From an optimization exercise on the open Yosys and OpenROAD flow, aimed at small area, a short achievable clock period and few clock cycles; shortcuts taken in it are not production practice.
Function was checked by simulation only, so behaviour that the tests miss may differ from the original.
No activity file was given, so power comes from the tool's default toggle rates.

==> yarrow <==
Design mem_move_top, start of the top module:
module mem_move_top #(
  parameter int ADDR_W = 6
) (
  input  logic                          clk,
  input  logic                          rst,
  input  logic                          host_en,
  input  logic [mem_pkg::NUM_BYTES-1:0] host_wbe,
  input  logic [ADDR_W-1:0]             host_addr,
  input  logic [mem_pkg::DATA_W-1:0]    host_wdata,
  output logic [mem_pkg::DATA_W-1:0]    host_rdata,
  input  logic                          start,
  input  logic                          mode,
  input  logic [ADDR_W-1:0]             src_base,
  input  logic [ADDR_W-1:0]             dst_base,
  input  logic [ADDR_W:0]               length,
  input  logic [mem_pkg::DATA_W-1:0]    pattern,
  output logic                          busy,
  output logic                          done
);
==> module move_fsm, before the edit <==
module move_fsm #(
  parameter int ADDR_W = 6,
  parameter int BW     = 3,
  parameter int NBANK  = 1 << BW,
  parameter int ROWS   = (1 << ADDR_W) / NBANK
) (
  input  logic                         clk,
  input  logic                         rst,
  input  logic                         start,
  input  logic                         mode,
  input  logic [ADDR_W-1:0]            src_base,
  input  logic [ADDR_W-1:0]            dst_base,
  input  logic [ADDR_W:0]              length,
  output logic [NBANK-1:0][ROWS-1:0]   eng_rsel,   
  output logic [NBANK-1:0]             rot_sel,    
  output logic [(1<<ADDR_W)-1:0]       eng_we,     
  output logic                         fill_now,   
  output logic                         busy,
  output logic                         done
);
  localparam int DEPTH = 1 << ADDR_W;
  localparam int ROW_W = ADDR_W - BW;
  localparam logic [BW:0] STEP_MAX = NBANK;
  logic [ADDR_W-1:0] rptr_q;    
  logic [ADDR_W-1:0] wptr_q;    
  logic [ADDR_W:0]   rem_q;     
  logic [BW:0]       step_q;    
  logic              last_q;    
  logic [NBANK-1:0]  rot_q;     
  logic              idle;
  logic              accept;
  logic              s_copy;    
  logic              s_fill;    
  logic [ADDR_W-1:0] delta;
  logic              wide;      
  logic [BW:0]       step_d;
  logic [ADDR_W:0]   step_d_ext;
  logic [ADDR_W:0]   step_ext;
  assign idle   = !busy && !done;
  assign accept = idle && start && !rst;
  assign s_copy = accept && (mode == mem_pkg::MODE_COPY);
  assign s_fill = accept && (mode == mem_pkg::MODE_FILL);
  assign delta      = dst_base - src_base;
  assign wide       = (delta == '0) || (delta >= NBANK);
  assign step_d     = wide ? STEP_MAX : delta[BW:0];
  assign step_d_ext = {{(ADDR_W-BW){1'b0}}, step_d};
  assign step_ext   = {{(ADDR_W-BW){1'b0}}, step_q};
  logic            s_go;
  logic            more;        
  assign s_go = s_copy && (length != '0);
  assign more = s_go || (busy && !last_q && !rst);
  always_ff @(posedge clk) begin
    busy <= more;
    done <= !rst && ((accept && !s_go) || (busy && last_q));
  end
  always_ff @(posedge clk) begin
    if (idle) begin
      step_q <= step_d;
      rptr_q <= src_base;
      wptr_q <= dst_base;
      rem_q  <= length;
      last_q <= wide ? (length <= NBANK) : (length <= {1'b0, delta});
    end else begin
      rptr_q <= rptr_q + step_ext[ADDR_W-1:0];
      wptr_q <= wptr_q + step_ext[ADDR_W-1:0];
      rem_q  <= rem_q - step_ext;
      last_q <= (rem_q <= {step_ext[ADDR_W-1:0], 1'b0});
    end
    for (int r = 0; r < NBANK; r++) begin
      rot_q[r] <= more && (idle ? (delta[BW-1:0] == r) : rot_q[r]);
    end
  end
  logic [DEPTH-1:0] fmask;
  word_counter #(.ADDR_W(ADDR_W)) i_range (
    .base  (dst_base),
    .count (length),
    .mask  (fmask)
  );
  logic [ROWS-1:0] src_hi;
  logic [ROWS-1:0] dst_hi;
  for (genvar r = 0; r < ROWS; r++) begin : g_hi
    assign src_hi[r] = (src_base[ADDR_W-1:BW] == r);
    assign dst_hi[r] = (dst_base[ADDR_W-1:BW] == r);
  end
  for (genvar b = 0; b < NBANK; b++) begin : g_bank
    logic [ROWS-1:0]  srow_s;   
    logic [ROWS-1:0]  drow_s;
    logic [BW-1:0]    dk_s;
    logic             dv_s;
    logic [ROWS-1:0]  srow_q;   
    logic [ROWS-1:0]  drow_q;
    logic             dv_q;     
    logic [BW-1:0]    sk;       
    logic [BW-1:0]    dk;
    logic [BW+1:0]    j0;       
    logic [BW+1:0]    j1;       
    logic [BW+1:0]    s2;       
    assign srow_s = (b >= src_base[BW-1:0]) ? src_hi : {src_hi[ROWS-2:0], src_hi[ROWS-1]};
    assign drow_s = (b >= dst_base[BW-1:0]) ? dst_hi : {dst_hi[ROWS-2:0], dst_hi[ROWS-1]};
    assign dk_s   = b - dst_base[BW-1:0];
    assign dv_s   = ({{(ADDR_W-BW+1){1'b0}}, dk_s} < length) &&
                    (wide || {{(ADDR_W-BW){1'b0}}, dk_s} < delta);
    assign sk = b - rptr_q[BW-1:0];
    assign dk = b - wptr_q[BW-1:0];
    assign j0 = {2'b00, dk};
    assign j1 = j0 + NBANK;
    assign s2 = {step_q, 1'b0};
    always_ff @(posedge clk) begin
      if (idle) begin
        srow_q <= more ? srow_s : '0;
        drow_q <= drow_s;
        dv_q   <= more && dv_s;
      end else begin
        srow_q <= !more ? '0 :
                  ({1'b0, sk} < step_q) ? {srow_q[ROWS-2:0], srow_q[ROWS-1]} : srow_q;
        drow_q <= ({1'b0, dk} < step_q) ? {drow_q[ROWS-2:0], drow_q[ROWS-1]} : drow_q;
        dv_q   <= more && (((j0 >= {1'b0, step_q}) && (j0 < s2) &&
                            ({{(ADDR_W-BW){1'b0}}, j0} < rem_q)) ||
                           ((j1 < s2) && ({{(ADDR_W-BW){1'b0}}, j1} < rem_q)));
      end
    end
    for (genvar r = 0; r < ROWS; r++) begin : g_row
      assign eng_rsel[b][r]    = srow_q[r];
      assign eng_we[r*NBANK+b] = (dv_q && drow_q[r]) || (s_fill && fmask[r*NBANK+b]);
    end
  end
  assign rot_sel  = rot_q;
  assign fill_now = s_fill;
endmodule
Settings: LEC_CHECK=0, ABC_CLOCK_PERIOD_IN_PS=2500, CAP_MARGIN=20, CORE_MARGIN=2, CORE_UTILIZATION=55, CTS_CLUSTER_DIAMETER=60, CTS_CLUSTER_SIZE=30, PLACE_DENSITY=0.65, SETUP_SLACK_MARGIN=2.0, SLEW_MARGIN=20, SYNTH_HIERARCHICAL=1, TNS_END_PERCENT=5; clock period 5.0 ns.
run.sh (not shown) runs the stock make flow with config.mk's settings and CLKGATE_MAP_FILE= SYNTH_SCRIPT=/design/flow/synth_recipe.tcl, a recipe that flattens the netlist after the stock synthesis.
==> cedar (differences from yarrow) <==
--- a/flow/design.v
+++ b/flow/design.v
@@ -109,23 +109,26 @@
   assign step_ext   = {{(ADDR_W-BW){1'b0}}, step_q};
-  logic            s_go;
+  logic [ADDR_W:0] rem_n;
+  logic            s_more;      
   logic            more;        
-  assign s_go = s_copy && (length != '0);
-  assign more = s_go || (busy && !last_q && !rst);
+  assign rem_n  = idle ? length - step_d_ext : rem_q - step_ext;
+  assign s_more = s_copy && (wide ? (length > NBANK) : (length > {1'b0, delta}));
+  assign more   = s_more || (busy && !last_q && !rst);
+  logic [BW:0]       s_cur;
+  logic [ADDR_W:0]   lim;
+  assign s_cur = idle ? step_d : step_q;
+  assign lim   = idle ? length : rem_q;
+  logic [ADDR_W-1:0] rptr_n;
+  logic [ADDR_W-1:0] wptr_n;
+  assign rptr_n = idle ? src_base + step_d_ext[ADDR_W-1:0] : rptr_q + step_ext[ADDR_W-1:0];
+  assign wptr_n = idle ? dst_base + step_d_ext[ADDR_W-1:0] : wptr_q + step_ext[ADDR_W-1:0];
   always_ff @(posedge clk) begin
     busy <= more;
-    done <= !rst && ((accept && !s_go) || (busy && last_q));
+    done <= !rst && ((accept && !s_more) || (busy && last_q));
   end
   always_ff @(posedge clk) begin
-    if (idle) begin
-      step_q <= step_d;
-      rptr_q <= src_base;
-      wptr_q <= dst_base;
-      rem_q  <= length;
-      last_q <= wide ? (length <= NBANK) : (length <= {1'b0, delta});
-    end else begin
-      rptr_q <= rptr_q + step_ext[ADDR_W-1:0];
-      wptr_q <= wptr_q + step_ext[ADDR_W-1:0];
-      rem_q  <= rem_q - step_ext;
-      last_q <= (rem_q <= {step_ext[ADDR_W-1:0], 1'b0});
-    end
+    step_q <= s_cur;
+    rptr_q <= rptr_n;
+    wptr_q <= wptr_n;
+    rem_q  <= rem_n;
+    last_q <= (lim <= {{(ADDR_W-BW-1){1'b0}}, s_cur, 1'b0});
     for (int r = 0; r < NBANK; r++) begin
@@ -149,2 +152,3 @@
     logic [ROWS-1:0]  drow_s;
+    logic [BW-1:0]    sk_s;
     logic [BW-1:0]    dk_s;
@@ -153,3 +157,3 @@
     logic [ROWS-1:0]  drow_q;
-    logic             dv_q;     
+    logic             dv_q;
     logic [BW-1:0]    sk;       
@@ -158,5 +162,9 @@
     logic [BW+1:0]    j1;       
-    logic [BW+1:0]    s2;       
+    logic [ROWS-1:0]  srow_b;   
+    logic [ROWS-1:0]  drow_b;
+    logic             sinc;     
+    logic             dinc;
     assign srow_s = (b >= src_base[BW-1:0]) ? src_hi : {src_hi[ROWS-2:0], src_hi[ROWS-1]};
     assign drow_s = (b >= dst_base[BW-1:0]) ? dst_hi : {dst_hi[ROWS-2:0], dst_hi[ROWS-1]};
+    assign sk_s   = b - src_base[BW-1:0];
     assign dk_s   = b - dst_base[BW-1:0];
@@ -164,27 +172,27 @@
                     (wide || {{(ADDR_W-BW){1'b0}}, dk_s} < delta);
-    assign sk = b - rptr_q[BW-1:0];
-    assign dk = b - wptr_q[BW-1:0];
-    assign j0 = {2'b00, dk};
-    assign j1 = j0 + NBANK;
-    assign s2 = {step_q, 1'b0};
+    assign sk     = b - rptr_q[BW-1:0];
+    assign dk     = b - wptr_q[BW-1:0];
+    assign j0     = {2'b00, (busy ? dk : dk_s)};
+    assign j1     = j0 + NBANK;
+    assign srow_b = busy ? srow_q : srow_s;
+    assign drow_b = busy ? drow_q : drow_s;
+    assign sinc = busy ? ({1'b0, sk} < step_q) : (wide || {{(ADDR_W-BW){1'b0}}, sk_s} < delta);
+    assign dinc = busy ? ({1'b0, dk} < step_q) : (wide || {{(ADDR_W-BW){1'b0}}, dk_s} < delta);
     always_ff @(posedge clk) begin
-      if (idle) begin
-        srow_q <= more ? srow_s : '0;
-        drow_q <= drow_s;
-        dv_q   <= more && dv_s;
-      end else begin
-        srow_q <= !more ? '0 :
-                  ({1'b0, sk} < step_q) ? {srow_q[ROWS-2:0], srow_q[ROWS-1]} : srow_q;
-        drow_q <= ({1'b0, dk} < step_q) ? {drow_q[ROWS-2:0], drow_q[ROWS-1]} : drow_q;
-        dv_q   <= more && (((j0 >= {1'b0, step_q}) && (j0 < s2) &&
-                            ({{(ADDR_W-BW){1'b0}}, j0} < rem_q)) ||
-                           ((j1 < s2) && ({{(ADDR_W-BW){1'b0}}, j1} < rem_q)));
-      end
+      srow_q <= !more ? '0 : sinc ? {srow_b[ROWS-2:0], srow_b[ROWS-1]} : srow_b;
+      drow_q <= dinc ? {drow_b[ROWS-2:0], drow_b[ROWS-1]} : drow_b;
+      dv_q <= more && (((j0 >= {1'b0, s_cur}) && (j0 < {s_cur, 1'b0}) &&
+                        ({{(ADDR_W-BW){1'b0}}, j0} < lim)) ||
+                       ((j1 < {s_cur, 1'b0}) && ({{(ADDR_W-BW){1'b0}}, j1} < lim)));
     end
     for (genvar r = 0; r < ROWS; r++) begin : g_row
-      assign eng_rsel[b][r]    = srow_q[r];
-      assign eng_we[r*NBANK+b] = (dv_q && drow_q[r]) || (s_fill && fmask[r*NBANK+b]);
-    end
-  end
-  assign rot_sel  = rot_q;
+      assign eng_rsel[b][r]    = srow_q[r] || (s_copy && srow_s[r]);
+      assign eng_we[r*NBANK+b] = (dv_q && drow_q[r]) ||
+                                 (s_copy && dv_s && drow_s[r]) ||
+                                 (s_fill && fmask[r*NBANK+b]);
+    end
+  end
+  for (genvar r = 0; r < NBANK; r++) begin : g_rot
+    assign rot_sel[r] = rot_q[r] || (s_copy && delta[BW-1:0] == r);
+  end
   assign fill_now = s_fill;
CAP_MARGIN = 10   (was 20)
SLEW_MARGIN = 10   (was 20)
==> ember (differences from yarrow) <==
--- a/flow/design.v
+++ b/flow/design.v
@@ -109,23 +109,26 @@
   assign step_ext   = {{(ADDR_W-BW){1'b0}}, step_q};
-  logic            s_go;
+  logic [ADDR_W:0] rem_n;
+  logic            s_more;      
   logic            more;        
-  assign s_go = s_copy && (length != '0);
-  assign more = s_go || (busy && !last_q && !rst);
+  assign rem_n  = idle ? length - step_d_ext : rem_q - step_ext;
+  assign s_more = s_copy && (wide ? (length > NBANK) : (length > {1'b0, delta}));
+  assign more   = s_more || (busy && !last_q && !rst);
+  logic [BW:0]       s_cur;
+  logic [ADDR_W:0]   lim;
+  assign s_cur = idle ? step_d : step_q;
+  assign lim   = idle ? length : rem_q;
+  logic [ADDR_W-1:0] rptr_n;
+  logic [ADDR_W-1:0] wptr_n;
+  assign rptr_n = idle ? src_base + step_d_ext[ADDR_W-1:0] : rptr_q + step_ext[ADDR_W-1:0];
+  assign wptr_n = idle ? dst_base + step_d_ext[ADDR_W-1:0] : wptr_q + step_ext[ADDR_W-1:0];
   always_ff @(posedge clk) begin
     busy <= more;
-    done <= !rst && ((accept && !s_go) || (busy && last_q));
+    done <= !rst && ((accept && !s_more) || (busy && last_q));
   end
   always_ff @(posedge clk) begin
-    if (idle) begin
-      step_q <= step_d;
-      rptr_q <= src_base;
-      wptr_q <= dst_base;
-      rem_q  <= length;
-      last_q <= wide ? (length <= NBANK) : (length <= {1'b0, delta});
-    end else begin
-      rptr_q <= rptr_q + step_ext[ADDR_W-1:0];
-      wptr_q <= wptr_q + step_ext[ADDR_W-1:0];
-      rem_q  <= rem_q - step_ext;
-      last_q <= (rem_q <= {step_ext[ADDR_W-1:0], 1'b0});
-    end
+    step_q <= s_cur;
+    rptr_q <= rptr_n;
+    wptr_q <= wptr_n;
+    rem_q  <= rem_n;
+    last_q <= (lim <= {{(ADDR_W-BW-1){1'b0}}, s_cur, 1'b0});
     for (int r = 0; r < NBANK; r++) begin
@@ -149,2 +152,3 @@
     logic [ROWS-1:0]  drow_s;
+    logic [BW-1:0]    sk_s;
     logic [BW-1:0]    dk_s;
@@ -153,3 +157,3 @@
     logic [ROWS-1:0]  drow_q;
-    logic             dv_q;     
+    logic             dv_q;
     logic [BW-1:0]    sk;       
@@ -158,5 +162,9 @@
     logic [BW+1:0]    j1;       
-    logic [BW+1:0]    s2;       
+    logic [ROWS-1:0]  srow_b;   
+    logic [ROWS-1:0]  drow_b;
+    logic             sinc;     
+    logic             dinc;
     assign srow_s = (b >= src_base[BW-1:0]) ? src_hi : {src_hi[ROWS-2:0], src_hi[ROWS-1]};
     assign drow_s = (b >= dst_base[BW-1:0]) ? dst_hi : {dst_hi[ROWS-2:0], dst_hi[ROWS-1]};
+    assign sk_s   = b - src_base[BW-1:0];
     assign dk_s   = b - dst_base[BW-1:0];
@@ -164,27 +172,27 @@
                     (wide || {{(ADDR_W-BW){1'b0}}, dk_s} < delta);
-    assign sk = b - rptr_q[BW-1:0];
-    assign dk = b - wptr_q[BW-1:0];
-    assign j0 = {2'b00, dk};
-    assign j1 = j0 + NBANK;
-    assign s2 = {step_q, 1'b0};
+    assign sk     = b - rptr_q[BW-1:0];
+    assign dk     = b - wptr_q[BW-1:0];
+    assign j0     = {2'b00, (busy ? dk : dk_s)};
+    assign j1     = j0 + NBANK;
+    assign srow_b = busy ? srow_q : srow_s;
+    assign drow_b = busy ? drow_q : drow_s;
+    assign sinc = busy ? ({1'b0, sk} < step_q) : (wide || {{(ADDR_W-BW){1'b0}}, sk_s} < delta);
+    assign dinc = busy ? ({1'b0, dk} < step_q) : (wide || {{(ADDR_W-BW){1'b0}}, dk_s} < delta);
     always_ff @(posedge clk) begin
-      if (idle) begin
-        srow_q <= more ? srow_s : '0;
-        drow_q <= drow_s;
-        dv_q   <= more && dv_s;
-      end else begin
-        srow_q <= !more ? '0 :
-                  ({1'b0, sk} < step_q) ? {srow_q[ROWS-2:0], srow_q[ROWS-1]} : srow_q;
-        drow_q <= ({1'b0, dk} < step_q) ? {drow_q[ROWS-2:0], drow_q[ROWS-1]} : drow_q;
-        dv_q   <= more && (((j0 >= {1'b0, step_q}) && (j0 < s2) &&
-                            ({{(ADDR_W-BW){1'b0}}, j0} < rem_q)) ||
-                           ((j1 < s2) && ({{(ADDR_W-BW){1'b0}}, j1} < rem_q)));
-      end
+      srow_q <= !more ? '0 : sinc ? {srow_b[ROWS-2:0], srow_b[ROWS-1]} : srow_b;
+      drow_q <= dinc ? {drow_b[ROWS-2:0], drow_b[ROWS-1]} : drow_b;
+      dv_q <= more && (((j0 >= {1'b0, s_cur}) && (j0 < {s_cur, 1'b0}) &&
+                        ({{(ADDR_W-BW){1'b0}}, j0} < lim)) ||
+                       ((j1 < {s_cur, 1'b0}) && ({{(ADDR_W-BW){1'b0}}, j1} < lim)));
     end
     for (genvar r = 0; r < ROWS; r++) begin : g_row
-      assign eng_rsel[b][r]    = srow_q[r];
-      assign eng_we[r*NBANK+b] = (dv_q && drow_q[r]) || (s_fill && fmask[r*NBANK+b]);
-    end
-  end
-  assign rot_sel  = rot_q;
+      assign eng_rsel[b][r]    = srow_q[r] || (s_copy && srow_s[r]);
+      assign eng_we[r*NBANK+b] = (dv_q && drow_q[r]) ||
+                                 (s_copy && dv_s && drow_s[r]) ||
+                                 (s_fill && fmask[r*NBANK+b]);
+    end
+  end
+  for (genvar r = 0; r < NBANK; r++) begin : g_rot
+    assign rot_sel[r] = rot_q[r] || (s_copy && delta[BW-1:0] == r);
+  end
   assign fill_now = s_fill;
==> comparison <==
cedar finished but fails on max-capacitance violations, max-slew violations. yarrow went through all stages and came out clean. ember went through all stages and came out clean. Worst setup slack: yarrow is higher than cedar (330 ps). Final cell count, highest first: ember, cedar, yarrow. Against yarrow, the synthesized area of ember is larger by about 3%. In ember the combinational power is higher than in yarrow, by 40%. Against cedar, the final area of ember is higher by 0.46%. Against yarrow, the critical path depth of ember is higher by 14. The lowest wire length belongs to yarrow, the highest to ember. In clock power, cedar and ember hardly differ. The lowest clock skew belongs to cedar, the highest to ember. Between cedar and yarrow, the lower fmax is in cedar (gap 8.6%, measured against yarrow). In ember the power is higher than in yarrow, by 12%.
==> figures <==
|  | ember | yarrow | cedar |
|---|---|---|---|
| Seq power | 23.5 mW | 22.8 mW | 23.5 mW |
| Layout clock buffers | 161 | 151 | 165 |
| Maximum number of pins on one net before global-route repair | 74 | 109 | 74 |
| Synth Net Count | 8258 | 7658 | 8258 |
| Max-cap violations | 0 | 0 | 1 |
| Maximum operating frequency | 0.264 GHz | 0.286 GHz | 0.261 GHz |
| Initial cell density of the core | 0.552 | 0.554 | 0.552 |
| Logic inverters | 109 | 61 | 109 |
| Post-cts sizing count | 518 | 226 | 506 |
| Worst hold-check path type | in -> reg | reg -> reg | reg -> reg |
| Final non-filler cell area | 0.132 mm^2 | 0.124 mm^2 | 0.131 mm^2 |
| Cell total after placement | 11100 | 10100 | 11100 |
| Dpl ws | -553 ps | -101 ps | -523 ps |
| Skew-Pair Late Insertion Delay | 900 ps | 880 ps | 890 ps |
| Largest stage delay, worst path | 340 ps | 880 ps | 950 ps |
| Initial antenna violation count | 40 | 33 | 36 |
| Number of distinct library cell variants in the gate-level netlist after synthesis | 108 | 96 | 108 |
| Proportion of cell area occupied by registers | 0.496 | 0.537 | 0.498 |
| Result of the run | complete, no violations | complete, no violations | failed layout checks |
| Violated checks | - | - | max-capacitance violations, max-slew violations |
| Part of the cycle the worst path needs | 0.757 | 0.700 | 0.765 |
| First DRT Iteration DRCs | 13600 | 15300 | 13700 |
| Largest clock skew in the final design | 60.0 ps | 59.0 ps | 53.1 ps |
| Placement-stage cell area | 0.121 mm^2 | 0.116 mm^2 | 0.121 mm^2 |
Testbench counts of yarrow, summed over its fixed seeds: cycles 4,774.
Testbench counts of cedar, summed over its fixed seeds: cycles 4,275.
Testbench counts of ember, summed over its fixed seeds: cycles 4,275.

==> afterwards: timing with drivers on the ports <==
Ports are ideal in the flow. The routed layouts listed here were re-timed in OpenROAD.
Step 1 sets driving cells, clkbuf_16 on the clock port and buf_2 on the other inputs (assumed; they add their load-dependent delay and slew).
Step 2, shift: input delay + t, output delay - t, t = (earliest + latest rising clock arrival at the registers) / 2. This alone moves slack from input paths to output paths.
a / b / c = ideal ports / drivers / drivers and shift; a / b = the first two.
| run | shift t [ns] | setup slack, ns | worst hold slack (ns) | worst register clock-pin slew, ns | worst slew at a driven data input, ns |
|---|---|---|---|---|---|
| yarrow | 0.939 | 1.502 / 1.573 / 0.635 | 0.547 / 0.547 / 0.547 | 0.11 / 0.11 | 0.08 |
| cedar | 0.961 | 1.174 / 1.250 / 0.290 | 0.471 / 0.471 / 0.471 | 0.11 / 0.11 | 0.37 |
| ember | 0.963 | 1.215 / 1.267 / 0.304 | 0.417 / 0.345 / 0.472 | 0.11 / 0.11 | 0.24 |
For ember, which loses most, drivers alone change the setup slack by +0.052 ns; drivers and shift together by -0.911 ns.
